This design comes from an exercise in tuning for small area on the open sky130 flow, not from production work. Only simulation tests tie the RTL to the original design; equivalence was not proved. Power is estimated from default activity; no workload was simulated.

## design/flow/config.mk

```make
export PLATFORM = sky130hd
export DESIGN_NAME = as6s_fwft_prefetch_sfifo
export DESIGN_NICKNAME = as6s_fwft_prefetch_sfifo
export VERILOG_FILES = /design/flow/design.v
export SDC_FILE = /design/flow/constraint.sdc
export NUM_CORES = 4
export LEC_CHECK = 0
export CAP_MARGIN = 20
export CORE_MARGIN = 2
export CORE_UTILIZATION = 55
export CTS_BUF_LIST = sky130_fd_sc_hd__clkbuf_16
export CTS_CLUSTER_DIAMETER = 60
export CTS_CLUSTER_SIZE = 34
export SETUP_SLACK_MARGIN = 0.05
export SLEW_MARGIN = 35
export SYNTH_HIERARCHICAL = 1
```

## design/flow/constraint.sdc

```tcl
create_clock -name core_clock -period 5.0 [get_ports {clk}]
set_input_delay 1.0000 -clock core_clock [delete_from_list [all_inputs] [get_ports {clk}]]
set_output_delay 1.0000 -clock core_clock [all_outputs]
set_load 0.01 [all_outputs]
```

## design/flow/design.v

```verilog
module as6s_fwft_prefetch_sfifo #(
    parameter int DATA_WIDTH     = 128,
    parameter int ADDR_WIDTH     = 4,
    parameter int FIFO_DEEP      = 1 << ADDR_WIDTH,
    parameter int RAM_PIPE_STAGE = 2
) (
    input  logic                  clk,
    input  logic                  rst,
    input  logic                  clear,
    input  logic [DATA_WIDTH-1:0] wr_data,
    input  logic                  wr_en,
    input  logic                  rd_en,
    input  logic [ADDR_WIDTH:0]   prog_full_assert_cfg,
    input  logic [ADDR_WIDTH:0]   prog_full_negate_cfg,
    input  logic [ADDR_WIDTH:0]   prog_empty_assert_cfg,
    input  logic [ADDR_WIDTH:0]   prog_empty_negate_cfg,
    output logic [DATA_WIDTH-1:0] rd_data,
    output logic                  rd_data_val,
    output logic                  empty,
    output logic                  full,
    output logic                  prog_full,
    output logic                  prog_empty,
    output logic [ADDR_WIDTH:0]   data_count,
    output logic                  ovf_int,
    output logic                  udf_int
);
    localparam int DW    = DATA_WIDTH;
    localparam int CW    = ADDR_WIDTH + 1;
    localparam int ROWS  = FIFO_DEEP + RAM_PIPE_STAGE + 2;
    localparam int PAIRS = ROWS / 2;
    logic          srst;
    logic [CW-1:0] ram_cnt;    
    logic [2:0]    slot_cnt;   
    logic          pv0, pv1;   
    logic [CW-1:0] cnt;        
    logic          prog_full_r, prog_empty_r, ovf_r, udf_r;
    logic [4:0]      wptr;     
    logic [ROWS-1:0] hsel_n;   
    logic [ROWS-1:0] ph;       
    logic [ROWS-1:0] we;
    logic [DW-1:0]   q  [ROWS];
    logic [DW-1:0]   nq [ROWS];
    logic [PAIRS*DW-1:0] pr;
    logic full_i, wen, fetch, head_val, ren, head_ph;
    logic [DW-1:0] rd_n;
    assign srst     = rst | clear;
    assign full_i   = ram_cnt[CW-1];
    assign wen      = wr_en & ~full_i & ~srst;
    assign fetch    = (ram_cnt != '0) && ({1'b0, slot_cnt} + {3'b0, pv0} + {3'b0, pv1} < 4'd4);
    assign head_val = (slot_cnt != '0);
    assign ren      = rd_en & head_val;
    always_comb
        for (int i = 0; i < ROWS; i++) we[i] = wen && (wptr == 5'(i));
    for (genvar i = 0; i < ROWS; i++) begin : g_row
        fwft_row_next #(.W(DW)) u_next (.q(q[i]), .d(wr_data), .w(we[i]), .h(~we[i]), .y(nq[i]));
    end
    always_ff @(posedge clk) begin
        for (int i = 0; i < ROWS; i++) begin
            q[i]  <= nq[i];
            ph[i] <= ~(ph[i] | we[i]);
        end
    end
    always_ff @(posedge clk) begin
        if (srst) begin
            ram_cnt  <= '0;
            slot_cnt <= '0;
            pv0      <= 1'b0;
            pv1      <= 1'b0;
            cnt      <= '0;
            wptr     <= '0;
            hsel_n   <= {{(ROWS-1){1'b1}}, 1'b0};
        end else begin
            ram_cnt  <= ram_cnt + CW'(wen) - CW'(fetch);
            slot_cnt <= slot_cnt + 3'(pv1) - 3'(ren);
            pv0      <= fetch;
            pv1      <= pv0;
            cnt      <= cnt + CW'(wen) - CW'(ren);
            if (wen) wptr   <= (wptr == 5'(ROWS - 1)) ? '0 : wptr + 5'd1;
            if (ren) hsel_n <= {hsel_n[ROWS-2:0], hsel_n[ROWS-1]};
        end
    end
    always_ff @(posedge clk) begin
        if (srst) begin
            prog_full_r  <= 1'b0;
            prog_empty_r <= 1'b1;
            ovf_r        <= 1'b0;
            udf_r        <= 1'b0;
        end else begin
            if (cnt >= prog_full_assert_cfg)       prog_full_r <= 1'b1;
            else if (cnt <= prog_full_negate_cfg)  prog_full_r <= 1'b0;
            if (cnt <= prog_empty_assert_cfg)      prog_empty_r <= 1'b1;
            else if (cnt >= prog_empty_negate_cfg) prog_empty_r <= 1'b0;
            ovf_r <= wr_en & full_i;
            udf_r <= rd_en & ~head_val;
        end
    end
    for (genvar j = 0; j < PAIRS; j++) begin : g_pair
        fwft_pair_pick #(.W(DW)) u_pick (.qa(q[2*j]), .qb(q[2*j+1]),
                                         .sa_n(hsel_n[2*j]), .sb_n(hsel_n[2*j+1]), .y(pr[j*DW +: DW]));
    end
    fwft_or10 #(.W(DW)) u_or (.a(pr), .y(rd_n));
    always_comb begin
        head_ph = 1'b1;
        for (int i = 0; i < ROWS; i++) head_ph = head_ph & (ph[i] | hsel_n[i]);
    end
    fwft_flip #(.W(DW)) u_flip (.a(rd_n), .p(head_ph), .y(rd_data));
    assign rd_data_val = head_val;
    assign empty       = ~head_val;
    assign full        = full_i;
    assign prog_full   = prog_full_r;
    assign prog_empty  = prog_empty_r;
    assign data_count  = cnt;
    assign ovf_int     = ovf_r;
    assign udf_int     = udf_r;
endmodule
module fwft_row_next #(parameter int W = 128) (
    input  logic [W-1:0] q,
    input  logic [W-1:0] d,
    input  logic         w,
    input  logic         h,
    output logic [W-1:0] y
);
    assign y = ~((q | {W{w}}) & (d | {W{h}}));
endmodule
module fwft_pair_pick #(parameter int W = 128) (
    input  logic [W-1:0] qa,
    input  logic [W-1:0] qb,
    input  logic         sa_n,
    input  logic         sb_n,
    output logic [W-1:0] y
);
    assign y = ~((qa | {W{sa_n}}) & (qb | {W{sb_n}}));
endmodule
module fwft_or10 #(parameter int W = 128) (
    input  logic [10*W-1:0] a,
    output logic [W-1:0]    y
);
    logic [W-1:0] n0, n1, n2;
    assign n0 = ~(a[0*W +: W] | a[1*W +: W] | a[2*W +: W] | a[3*W +: W]);
    assign n1 = ~(a[4*W +: W] | a[5*W +: W] | a[6*W +: W]);
    assign n2 = ~(a[7*W +: W] | a[8*W +: W] | a[9*W +: W]);
    assign y  = ~(n0 & n1 & n2);
endmodule
module fwft_flip #(parameter int W = 128) (
    input  logic [W-1:0] a,
    input  logic         p,
    output logic [W-1:0] y
);
    assign y = a ^ {W{p}};
endmodule
```

## design/flow/flow/run.sh

```bash
#!/bin/bash
# The standard layout, with the port buffers made of buf_1 cells instead of the
# delay cells buffer_ports picks by default. Each step's full log stays under orfs/logs;
# make's own output goes to standard.log.
bash standard.sh 'BUFFER_PORTS_ARGS=-buffer_cell sky130_fd_sc_hd__buf_1' finish > standard.log 2>&1
```

## design/flow/standard.sh

```bash
#!/bin/bash
# synth_recipe.tcl (not shown) runs the flow's synth.tcl, then flattens the netlist and writes it again
# the make line also repeats each setting of config.mk as NAME=value (left out here)
make -C /OpenROAD-flow-scripts/flow DESIGN_CONFIG=/design/flow/config.mk WORK_HOME=/design/flow/orfs CLKGATE_MAP_FILE= SYNTH_SCRIPT=/design/flow/synth_recipe.tcl "${@:-finish}"
```

==> impl_metrics.ini, run 1 <==
[detailed_routing]
wirelength_um = 333000
drt_iter0_drc = 10600
drt.antenna.violating_nets = 0
drt-pass1-iter-count = 6
drc = 0
vias = 77100
wl_per_cell_um = 32.3
avgViaCountPerCell = 7.46

[cts]
postCtsHoldBufs = 0
clock_sinks = 2624
cts_root_buffer = clkbuf_16
clock_latency_ns = 0.85
cts_tree = done
cts_setup_buffers = 0
cts_buffers = 144
cts.clk_slew.worst_paths_ns = 0.09
cts_resized = 0
cts_buffer_depth = 3
cts_max_level = 4

[pwr]
vdd_drop_max_v = 0.000382
finalPower_uw = 42600
p_leak_uw = 0.0355
power_density_nw_per_um2 = 454

[global_route]
grt_max_degree = 130
antenna_found_initial = 22
gr-total-overflow = 0
grt_usage = 0.379
grt_pass1_wl_um = 485000
grt_pass1_vias = 73000

[logic_synthesis]
synth.area.mux_share = 0.000111
yosys.area.top_type = dfxtp_1
ys_warn_count = 10
synth_fa_ha_area_frac = 0.00622
syn_nets = 8487
synth-compound-area-share = 0.270
synth_flop_cell = dfxtp_1
yosys.area_share.simple = 0.0386
yosys-top-cells-area = dfxtp_1 (58%), o22ai_1 (27%), buf_6 (4.9%)
synth_edf_count = 0
syn_inst = 8291
synth-xor-area-share = 0.0131
ys_types = 42
syn_area_per_cell_sq_um = 10.9
synth-seq-area-share = 0.583
netlist_area_sq_um = 90200
netlist.area_leader.share = 0.583
synth_top_family_by_area = compound AO/OA/AOI/OAI gates
synth-async-reset-ratio = 0
ys_ff_latch = 2624

[floorplan]
core-area_sq_um = 163000
die_w_um = 409
num_io_pins = 293
die_area_sq_um = 167000
dieHeight_um = 409
core.rowCount = 148
initial_core_util = 0.554

[finish]
regArea_sq_um = 52600
fin_util = 0.577
synthToLayoutAreaGrowth_pct = 4.18
nFillCells = 14000
drive_above_1_share = 0.0700
layout.nets = 8221
multi_input_area_sq_um = 29700

[timing]
tightest_slew_ns = 1.03
finalSetupTns_ns = 0
fin_crit_ns = 4.70
setup_viol_count_final = 0
drv_slew = 0
slew_headroom = 0.311
hold_violations = 0
rsz0062_at_grt = false
timing.fmax_mhz = 213
skew_ns = 0.0287
period_share = 0.940

[worst_hold_path]
hold_depth = 1
hp-start = ph[14]$_DFF_P_
whs_endpoint = ph[14]$_DFF_P_
worstHoldPathType = flop to flop

[place]
dp_hpwl_um = 161000
portBuffers = 292
gp_congestion = 0.807

[setup_path]
path_max_fanout = 31
r2r_cells = 5
crit_required_ns = 4.00
rr_startpoint = ram_cnt[4]$_SDFF_PP0_
crit_arrival_ns = 3.70
crit_type = flop to output pin
cp-start-kind = flop
reg2reg_slack_ns = 1.78
r2r-end = q[15][62]$_DFF_P_
endpoint_kind = output pin

[job]
max-cap-violations = 0

[run_status]
outcome = timing/DRC/antenna clean
-- kinds of logic after synthesis --
kind of cell | after synthesis
adder cells (fa/ha/maj) | 43
buffers and inverters | 927
flip-flops | 2624
XOR/XNOR | 135
AND/OR/NAND/NOR | 678
AO/OA/AOI/OAI | 3883
multiplexers | 1
-- metal layers --
metal  vias to the layer above  track usage  wire, um
li1                      32600            -         -
met1                     38800        0.514    136000
met2                      4813        0.588    148000
met3                       847       0.0764     35700
met4                        18        0.164     13400
met5                         -            0       118
-- through the flow --
step	setup WS [ns]	area [sq um]	std cells	hold slack (ns)
after floorplan	1.96	90200	8291	0.393
after global placement	1.19	88200	10000	0.401
after detailed placement	1.14	88400	10000	0.402
after CTS	0.332	93600	10300	0.394
after global routing	0.198	93900	10300	0.416
final	0.299	93900	10300	0.415
-- worst max-delay path, cell delays in order, from the launching register on --
cell,delay (ns)
dfxtp_4,0.62
buf_4,0.55
o22ai_1,0.17
nor4_1,0.75
nand3_1,0.18
xor2_1,0.32
buf_1,0.24
-- cells in the final DEF (no fill, tap or decap), types with 49 or more instances in the layout --
master / instances
clkbuf_2: 73
nand3_1: 149
buf_12: 50
nor2_1: 169
nor4_1: 254
nand2_1: 49
o22ai_1: 3849
dfxtp_1: 2604
xor2_1: 131
buf_1: 199
inv_1: 49
clkbuf_16: 154
buf_4: 101
-- area by class of cell --
type,instances,share of cell area
diodes,9,0.000240
well taps,2175,0.0290
flip-flops and latches,2624,0.560
repair buffers,453,0.0340
clock inverters,109,0.0149
multi-input cells,4740,0.316
clock buffers,154,0.0410
inverters,62,0.00471
-- power breakdown --
group,total [uW],internal [uW],switching [uW]
clock network,14300,6670,7640
logic,6350,2200,4150
registers,22000,21600,398
-- synthesized netlist by cell type, types with 2 or more instances --
cell type and number:
ha_1 40, nand3_1 149, a31oi_1 2, a21o_1 3, nor3_1 7, dfxtp_1 2624
buf_6 391, and2_1 4, clkbuf_1 6, o21ai_0 6, nand2_1 54, and3_1 5
nor2b_1 3, a21oi_1 11, inv_2 2, or3_1 2, xnor2_1 4, fa_1 3
nor4_1 257, o22ai_1 3849, nor2_1 181, a211oi_1 3, xor2_1 131, buf_2 94
o211ai_1 2, nand2b_1 5, inv_1 60, buf_4 361, nor3b_1 2, nand4_1 6
buf_12 13
-- registers in the layout, indices dropped and copies added (netlist names), 3 cells and up --
name	cells
wptr	5
ram_cnt	5
slot_cnt	3
q	2560
cnt	5
ph	20
hsel_n	20
-- worst max-delay path by stage --
| stage | from | to | slack [ns] | cells after the start |
|---|---|---|---|---|
| final | hsel_n[0]$_SDFFE_PP0P_ | rd_data[24] | 0.30 | 6 |
| after global routing | hsel_n[0]$_SDFFE_PP0P_ | rd_data[78] | 0.20 | 8 |
| after CTS | hsel_n[9]$_SDFFE_PP1P_ | rd_data[78] | 0.33 | 6 |
| after detailed placement | clear | q[14][73]$_DFF_P_ | 1.14 | 7 |
| after global placement | wr_en | ram_cnt[4]$_SDFF_PP0_ | 1.19 | 13 |
| after floorplan | clear | ram_cnt[4]$_SDFF_PP0_ | 1.96 | 11 |
==> run 2: changes to the inputs <==
--- a/design/flow/config.mk
+++ b/design/flow/config.mk
@@ -7,7 +7,7 @@
 export LEC_CHECK = 0
 export CAP_MARGIN = 20
 export CORE_MARGIN = 2
-export CORE_UTILIZATION = 55
+export CORE_UTILIZATION = 70
 export CTS_BUF_LIST = sky130_fd_sc_hd__clkbuf_16
 export CTS_CLUSTER_DIAMETER = 60
 export CTS_CLUSTER_SIZE = 34
==> impl_metrics.ini, run 2 <==
[timing]
skew_ns = 0.0312
tightest_slew_ns = 1.09
drv_slew = 0
finalSetupTns_ns = 0
period_share = 0.926
rsz0062_at_grt = false
slew_headroom = 0.274
hold_violations = 0
fin_crit_ns = 4.63
setup_viol_count_final = 0
timing.fmax_mhz = 216

[global_route]
grt_pass1_wl_um = 466000
grt_max_degree = 131
antenna_found_initial = 22
grt_pass1_vias = 73700
grt_usage = 0.464
gr-total-overflow = 0

[setup_path]
crit_type = flop to output pin
cp-start-kind = flop
crit_required_ns = 4.00
endpoint_kind = output pin
crit_arrival_ns = 3.63
path_max_fanout = 44

[worst_hold_path]
worstHoldPathType = flop to flop

[detailed_routing]
drt.antenna.violating_nets = 0
wl_per_cell_um = 32.7
drt-pass1-iter-count = 9
wirelength_um = 323000
avgViaCountPerCell = 8.05
vias = 79200
drt_iter0_drc = 13500
drc = 0

[logic_synthesis]
synth-async-reset-ratio = 0
netlist.area_leader.share = 0.583
yosys-top-cells-area = dfxtp_1 (58%), o22ai_1 (27%), buf_6 (4.9%)
syn_area_per_cell_sq_um = 10.9
syn_nets = 8487
syn_inst = 8291
ys_warn_count = 10
netlist_area_sq_um = 90200
ys_types = 42
ys_ff_latch = 2624
synth_common_cells = o22ai_1 (3,849), dfxtp_1 (2,624), buf_6 (391), buf_4 (361), nor4_1 (257)
synth_edf_count = 0
yosys.area.top_type = dfxtp_1
synth_flop_cell = dfxtp_1
synth-seq-area-share = 0.583
yosysMostFrequentCell = o22ai_1

[pwr]
finalPower_uw = 42600
vdd_drop_max_v = 0.000372
p_leak_uw = 0.0355
power_density_nw_per_um2 = 455

[cts]
cts_max_level = 4
cts.clk_slew.worst_paths_ns = 0.10
cts_buffer_depth = 3
clock_latency_ns = 0.84
cts_setup_buffers = 0
postCtsHoldBufs = 0
cts_resized = 0
cts_root_buffer = clkbuf_16
cts_buffers = 145
cts_tree = done
clock_sinks = 2624

[floorplan]
initial_core_util = 0.706
die_w_um = 363
core-area_sq_um = 128000
core.rowCount = 131
die_area_sq_um = 132000
num_io_pins = 293
dieHeight_um = 363

[finish]
largest_register = q
final_cell_mix = o22ai_1 (3,849), dfxtp_1 (2,604), nor4_1 (255), buf_1 (215), nor2_1 (169)
layout.nets = 8243
final_common_cell = o22ai_1
largest_reg_flops = 2560
top_regs = q x2560, hsel_n x20, ph x20
finish.instance_area_sq_um = 93600
synthToLayoutAreaGrowth_pct = 3.76
drive_above_1_share = 0.0711

[run_status]
outcome = timing/DRC/antenna clean

[place]
dp_hpwl_um = 161000
gp_congestion = 0.831
portBuffers = 292
dpl_cell_area_sq_um = 88000

[job]
max-cap-violations = 0
==> run 2: cell types whose count changed in the layout (fill, tap and decap cells not counted), moves of 8 or more <==
cell,before,now
inv_12,18,7
buf_1,199,215
clkbuf_2,73,53
buf_12,50,59
buf_4,101,117
diode_2,9,17
==> run 2: worst max-delay path, cell delays in order (launching register included) <==
cell	delay, ns
dfxtp_4	0.74
buf_12	0.35
o22ai_1	0.15
nor4_1	0.77
nand3_1	0.31
xor2_1	0.25
buf_1	0.18
==> run 2: final timing paths <==
kind / start / to / slack, ns / cells after the start
max: hsel_n[6]$_SDFFE_PP1P_ / rd_data[63] / 0.37 / 6
min: ph[19]$_DFF_P_ / ph[19]$_DFF_P_ / 0.42 / 1
max reg2reg: slot_cnt[1]$_SDFF_PP0_ / cnt[4]$_SDFF_PP0_ / 1.43 / 12
min reg2reg: ph[19]$_DFF_P_ / ph[19]$_DFF_P_ / 0.42 / 1
==> run 2: cell type report <==
| type | instances | area, sq um |
|---|---|---|
| clock buffers | 159 | 3980 |
| diodes | 17 | 42.5 |
| fillers | 9261 | 34100 |
| repair buffers | 474 | 3380 |
| multi-input cells | 4740 | 29700 |
| inverters | 62 | 413 |
| clock inverters | 111 | 1350 |
| flip-flops and latches | 2624 | 52600 |
| well taps | 1662 | 2080 |
==> run 2: kinds of logic after synthesis <==
logic type | count (synthesis) | share of synthesized area
buffers and inverters | 927 | 0.0898
flip-flops | 2624 | 0.583
XOR/XNOR | 135 | 0.0131
adder cells (fa/ha/maj) | 43 | 0.00622
AND/OR/NAND/NOR | 678 | 0.0386
AO/OA/AOI/OAI | 3883 | 0.270
multiplexers | 1 | 0.000111
==> run 2: metal layers <==
layer  wire (um)  up-vias  part of all wire  global-route usage
li1            -    32600                 -                   -
met1      121000    38500              0.37               0.627
met2      138000     6848              0.43               0.683
met3       46900     1285              0.15               0.125
met4       17500       12             0.054               0.243
met5          83        -           0.00026                   0
==> run 2: power by group <==
group          internal (uW)  switching [uW]
logic                   2190            3960
registers              21600             420
clock network           6820            7600
==> run 2: metrics by stage <==
stage | worst slack, ns | std cells | util | hold WS [ns]
after floorplan | 1.96 | 8291 | - | 0.393
after global placement | 1.21 | 9554 | 0.688 | 0.401
after detailed placement | 1.24 | 9554 | 0.689 | 0.405
after CTS | 0.494 | 9824 | 0.731 | 0.418
after global routing | 0.387 | 9844 | 0.733 | 0.431
final | 0.368 | 9849 | 0.733 | 0.422
==> run 3: changes to the inputs <==
--- a/design/flow/config.mk
+++ b/design/flow/config.mk
@@ -7,10 +7,10 @@
 export LEC_CHECK = 0
 export CAP_MARGIN = 20
 export CORE_MARGIN = 2
-export CORE_UTILIZATION = 70
+export CORE_UTILIZATION = 65
 export CTS_BUF_LIST = sky130_fd_sc_hd__clkbuf_16
 export CTS_CLUSTER_DIAMETER = 60
-export CTS_CLUSTER_SIZE = 34
+export CTS_CLUSTER_SIZE = 30
 export SETUP_SLACK_MARGIN = 0.05
 export SLEW_MARGIN = 35
 export SYNTH_HIERARCHICAL = 1
==> impl_metrics.ini, run 3 <==
[logic_synthesis]
yosysMostFrequentCell = o22ai_1
netlist_area_sq_um = 90200
ys_types = 42
yosys-top-cells-area = dfxtp_1 (58%), o22ai_1 (27%), buf_6 (4.9%)
synth_common_cells = o22ai_1 (3,849), dfxtp_1 (2,624), buf_6 (391), buf_4 (361), nor4_1 (257)
netlist.area_leader.share = 0.583
syn_nets = 8487
ys_warn_count = 10
synth_flop_cell = dfxtp_1
synth_edf_count = 0
synth-seq-area-share = 0.583
syn_area_per_cell_sq_um = 10.9
yosys.area.top_type = dfxtp_1
synth-async-reset-ratio = 0
syn_inst = 8291
ys_ff_latch = 2624

[detailed_routing]
drt-pass1-iter-count = 9
drt_iter0_drc = 11500
wirelength_um = 316000
vias = 77500
drt.antenna.violating_nets = 0
avgViaCountPerCell = 7.81
drc = 0
wl_per_cell_um = 31.9

[floorplan]
core.rowCount = 136
die_w_um = 376
die_area_sq_um = 142000
dieHeight_um = 376
initial_core_util = 0.655
core-area_sq_um = 138000
num_io_pins = 293

[setup_path]
r2r-end = q[16][57]$_DFF_P_
cp_top_family = buffers and inverters
crit_type = flop to output pin
r2r_cells = 6
rr_startpoint = wptr[2]$_SDFFE_PP0P_
crit_top_cell = buf_4
crit_required_ns = 4.00
cp_slowest_cell = dfxtp_4
endpoint_kind = output pin
reg2reg_slack_ns = 1.70
cp.buffers_inverters = 3
crit_path_cell_trace = o22a_1 -> o221ai_1 -> nor4_2 -> buf_4 -> buf_4 -> xor2_1 -> buf_1
slowest_delay_ns = 0.92
cp-start-kind = flop
path_max_fanout = 40
crit_arrival_ns = 3.66

[timing]
tightest_slew_ns = 1.04
setup_viol_count_final = 0
drv_slew = 0
period_share = 0.932
hold_violations = 0
timing.fmax_mhz = 215
rsz0062_at_grt = false
finalSetupTns_ns = 0
skew_ns = 0.0308
slew_headroom = 0.303
setup_ws_ns = 0.339
fin_crit_ns = 4.66

[global_route]
antenna_found_initial = 9
gr-total-overflow = 0
grt_pass1_vias = 72200
grt_usage = 0.424
grt_pass1_wl_um = 461000
grt_max_degree = 130

[cts]
cts_tree = done
cts_buffer_depth = 3
cts_root_buffer = clkbuf_16
cts_resized = 0
cts_setup_buffers = 0
cts.clk_slew.worst_paths_ns = 0.10
cts_max_level = 4
clock_sinks = 2624
clock_latency_ns = 0.81
postCtsHoldBufs = 0
cts_buffers = 145

[pwr]
switching_share = 0.283
switchingPower_uw = 11800
vdd_drop_max_v = 0.000331
p_comb_frac = 0.148
power_density_nw_per_um2 = 449
p_int_uw = 29900
p_leak_uw = 0.0352
finalPower_uw = 41700
pwr-share-seq = 0.528
power_frac_clock = 0.324

[finish]
synthToLayoutAreaGrowth_pct = 3.06
top_regs = q x2560, hsel_n x20, ph x20
largest_reg_flops = 2560
finish.instance_area_sq_um = 92900
final_cell_mix = o22ai_1 (3,849), dfxtp_1 (2,604), nor4_1 (254), buf_1 (204), nor2_1 (169)
final_common_cell = o22ai_1
layout.nets = 8218
largest_register = q
drive_above_1_share = 0.0675
fin_util = 0.675

[worst_hold_path]
hold_depth = 1
whs_endpoint = ph[13]$_DFF_P_
hp-start = ph[13]$_DFF_P_
worstHoldPathType = flop to flop

[place]
portBuffers = 292
dp_hpwl_um = 158000
pre_cts_ws_ns = 0.935
dpl_cell_area_sq_um = 87800
gp_congestion = 0.815

[run_status]
outcome = timing/DRC/antenna clean

[job]
max-cap-violations = 0
-- run 3: cell count changes in the layout (fill, tap and decap cells not counted), moves of 4 or more --
cell / previous run / this run
buf_1: 215 / 204
buf_12: 59 / 48
buf_2: 24 / 20
buf_4: 117 / 98
bufinv_16: 14 / 10
clkbuf_16: 159 / 145
clkbuf_2: 53 / 68
clkinv_4: 6 / 10
clkinv_8: 15 / 11
clkinvlp_4: 9 / 15
diode_2: 17 / 7
inv_12: 7 / 13
inv_16: 6 / 1
inv_6: 21 / 12
-- run 3: through the flow --
stage               cells  hold WS (ns)
floorplan            8291         0.393
global route         9925         0.433
detailed placement   9661         0.404
global placement     9660         0.400
finish               9925         0.419
CTS                  9910         0.417
-- run 3: worst max-delay path by stage --
stage | endpoint | depth (start not counted) | startpoint | slack [ns]
global placement | q[16][64]$_DFF_P_ | 8 | wr_en | 1.0
floorplan | ram_cnt[4]$_SDFF_PP0_ | 11 | clear | 1.96
detailed placement | q[16][92]$_DFF_P_ | 8 | wr_en | 0.93
finish | rd_data[114] | 7 | hsel_n[19]$_SDFFE_PP1P_ | 0.34
CTS | rd_data[114] | 7 | hsel_n[19]$_SDFFE_PP1P_ | 0.36
global route | rd_data[114] | 7 | hsel_n[19]$_SDFFE_PP1P_ | 0.26
-- run 3: kinds of logic after synthesis --
kind of cell             synth area share
flip-flops                          0.583
adder cells (fa/ha/maj)           0.00622
multiplexers                     0.000111
AO/OA/AOI/OAI                       0.270
XOR/XNOR                           0.0131
buffers and inverters              0.0898
AND/OR/NAND/NOR                    0.0386
-- run 3: power groups by stage --
stage	sequential [uW]	combinational [uW]	clock, uW
finish	22000	6150	13500
global route	22100	6480	14300
CTS	22000	6030	13500
detailed placement	22500	6000	0
global placement	22400	5930	0
floorplan	22400	3780	0
-- run 3: area by class of cell --
class,instances,area (sq um)
inverters,62,428
flip-flops and latches,2624,52600
repair buffers,449,3140
well taps,1794,2240
multi-input cells,4740,29700
fillers,10800,44700
clock inverters,104,1160
diodes,7,17.5
clock buffers,145,3630
-- run 3: routing by layer --
| metal | GRT usage | vias to the layer above | wire, um |
|---|---|---|---|
| met3 | 0.100 | 965 | 40100 |
| li1 | - | 32600 | - |
| met1 | 0.580 | 38200 | 124000 |
| met5 | 0.00343 | - | 7 |
| met4 | 0.182 | 2 | 13500 |
| met2 | 0.643 | 5749 | 138000 |
==> run 4: changes to the inputs <==
--- a/design/flow/config.mk
+++ b/design/flow/config.mk
@@ -10,7 +10,7 @@
 export CORE_UTILIZATION = 65
 export CTS_BUF_LIST = sky130_fd_sc_hd__clkbuf_16
 export CTS_CLUSTER_DIAMETER = 60
-export CTS_CLUSTER_SIZE = 30
+export CTS_CLUSTER_SIZE = 40
 export SETUP_SLACK_MARGIN = 0.05
 export SLEW_MARGIN = 35
 export SYNTH_HIERARCHICAL = 1
==> impl_metrics.ini, run 4 <==
[run_status]
outcome = timing/DRC/antenna clean

[timing]
skew_ns = 0.0328
hold_violations = 0
tightest_slew_ns = 1.04
setup_viol_count_final = 0
timing.fmax_mhz = 214
fin_crit_ns = 4.68
period_share = 0.936
slew_headroom = 0.299
rsz0062_at_grt = false
finalSetupTns_ns = 0
drv_slew = 0
hold_ws_ns = 0.420

[global_route]
grt_pass1_wl_um = 462000
antenna_found_initial = 12
grt_usage = 0.425
gr-total-overflow = 0
grt_max_degree = 130
grt_pass1_vias = 72300

[setup_path]
r2r_cells = 6
crit_type = flop to output pin
crit_arrival_ns = 3.68
endpoint_kind = output pin
path_max_fanout = 39
cp-start-kind = flop
crit_required_ns = 4.00
cp.buffers_inverters = 4
reg2reg_slack_ns = 1.67
cp_top_family = buffers and inverters
rr_startpoint = wptr[2]$_SDFFE_PP0P_
path_depth = 8
crit_top_cell = buf_4
r2r-end = q[16][81]$_DFF_P_
crit_path_cell_trace = buf_12 -> buf_4 -> buf_4 -> o22ai_1 -> nor4_1 -> nand3_1 -> xor2_1 -> buf_1
cp_slowest_cell = nor4_1
slowest_delay_ns = 0.73

[finish]
regArea_sq_um = 52600
final_cell_mix = o22ai_1 (3,849), dfxtp_1 (2,604), nor4_1 (255), buf_1 (204), nor2_1 (169)
final_common_cell = o22ai_1
drive_above_1_share = 0.0689
finish.instance_area_sq_um = 93300
multi_input_area_sq_um = 29700
instances_no_fill = 9942
largest_reg_flops = 2560
largest_register = q
nFillCells = 10700
synthToLayoutAreaGrowth_pct = 3.44
layout.nets = 8218
top_regs = q x2560, hsel_n x20, ph x20

[place]
gp_congestion = 0.815
dp_hpwl_um = 158000
dpl_cell_area_sq_um = 87800
dp_cells = 9661
portBuffers = 292

[cts]
cts_resized = 0
cts_root_buffer = clkbuf_16
cts.clk_slew.worst_paths_ns = 0.08
clock_latency_ns = 0.82
postCtsHoldBufs = 0
cts_tree = done
cts_setup_buffers = 0
cts_max_level = 4
clock_sinks = 2624
cts_buffer_depth = 3
cts_buffers = 145

[logic_synthesis]
synth_flop_cell = dfxtp_1
synth_top_family_by_area = compound AO/OA/AOI/OAI gates
yosysMostFrequentCell = o22ai_1
syn_nets = 8487
synth_common_cells = o22ai_1 (3,849), dfxtp_1 (2,624), buf_6 (391), buf_4 (361), nor4_1 (257)
ys_ff_latch = 2624
synth-compound-area-share = 0.270
netlist_area_sq_um = 90200
syn_inst = 8291
synth-xor-area-share = 0.0131
ys_types = 42
netlist.area_leader.share = 0.583
synth.area.mux_share = 0.000111
yosys.area_share.simple = 0.0386
synth_edf_count = 0
synth-async-reset-ratio = 0
synth-seq-area-share = 0.583
ys_warn_count = 10
syn_area_per_cell_sq_um = 10.9
synth_fa_ha_area_frac = 0.00622
yosys-top-cells-area = dfxtp_1 (58%), o22ai_1 (27%), buf_6 (4.9%)
yosys.area.top_type = dfxtp_1

[detailed_routing]
drt-pass1-iter-count = 6
wl_per_cell_um = 31.9
avgViaCountPerCell = 7.79
vias = 77500
wirelength_um = 317000
drt_iter0_drc = 12000
drt.antenna.violating_nets = 0
drc = 0

[pwr]
power_density_nw_per_um2 = 453
p_leak_uw = 0.0353
vdd_drop_max_v = 0.000330

[floorplan]
dieHeight_um = 376
core.rowCount = 136
core-area_sq_um = 138000
die_w_um = 376
num_io_pins = 293
die_area_sq_um = 142000
initial_core_util = 0.655

[worst_hold_path]
hp-start = ph[18]$_DFF_P_
hold_depth = 1
whs_endpoint = ph[18]$_DFF_P_
worstHoldPathType = flop to flop

[job]
max-cap-violations = 0
## run 4: area by class of cell
| cell class | count | share of cell area |
|---|---|---|
| Clock inverter | 104 | 0.0124 |
| Antenna cell | 10 | 0.000268 |
| Clock buffer | 159 | 0.0427 |
| Timing Repair Buffer | 449 | 0.0337 |
| Inverter | 62 | 0.00459 |
| Multi-Input combinational cell | 4740 | 0.318 |
| Sequential cell | 2624 | 0.564 |
| Tap cell | 1794 | 0.0241 |
## run 4: how the worst max path moves through the flow
stage,from,endpoint,slack (ns)
detailed placement,wr_en,q[16][92]$_DFF_P_,0.93
global placement,wr_en,q[16][64]$_DFF_P_,1.0
CTS,hsel_n[19]$_SDFFE_PP1P_,rd_data[114],0.35
floorplan,clear,ram_cnt[4]$_SDFF_PP0_,1.96
global route,hsel_n[19]$_SDFFE_PP1P_,rd_data[114],0.23
finish,hsel_n[3]$_SDFFE_PP1P_,rd_data[111],0.32
## run 4: metal layers
layer / global-route usage / vias up / routed length (um) / part of all wire
met2: 0.645 / 5627 / 140000 / 0.44
met4: 0.180 / 8 / 12600 / 0.040
met5: 0.00343 / - / 44 / 0.00014
met3: 0.101 / 903 / 39200 / 0.12
li1: - / 32600 / - / -
met1: 0.580 / 38300 / 125000 / 0.40
## run 4: through the flow
step	util	power, uW	setup slack [ns]
2_1_floorplan	-	26100	1.96
3_3_place_gp	0.637	28400	0.995
3_5_place_dp	0.638	28500	0.935
4_1_cts	0.675	42000	0.353
5_1_grt	0.678	43400	0.234
6_report	0.678	42200	0.320
## run 4: worst reg2reg max path, cell delays in order, from the launching register on
cell	delay, ns
dfxtp_1	0.62
nor2_1	0.19
and3_1	0.35
nand2_4	0.33
buf_4	0.72
buf_6	0.68
o22ai_1	0.29
## run 4: power breakdown
group          switching (uW)  total [uW]  leakage (uW)  internal [uW]
combinational            3970        6150       0.00892           2180
sequential                430       22000        0.0239          21600
clock                    7540       14100       0.00250           6530
## run 4: cells by family after synthesis
family,count (synthesis)
compound gates,3883
mux,1
buf+inv,927
flops,2624
simple gates,678
fa+ha+maj,43
xor+xnor,135

-- re-timing with driven ports --
The flow's constraints put no driver on any port. The routed layouts listed below were extracted and timed again, unchanged, in two steps. Step 1, drivers: a clkbuf_16 drives clk and a buf_2 each remaining input, both assumed. Step 2 adds t to the input delays and takes it off the output delays; t is the mean of the earliest and latest rising clock arrival at the registers after step 1. Input paths then give back, and output paths get back, about the clock's delay inside the block. a / b / c = ideal / step 1 / step 2; a / b = the first two.
run | shift t [ns] | setup slack, ns | worst setup path at the end
run 1 | 0.927 | 0.299 / 0.203 / 0.921 | input to register
run 2 | 0.901 | 0.368 / 0.289 / 1.150 | input to register
run 3 | 0.879 | 0.339 / 0.253 / 1.055 | input to register
run 4 | 0.891 | 0.320 / 0.233 / 1.009 | input to register
After both steps setup and hold are still met in every run listed.
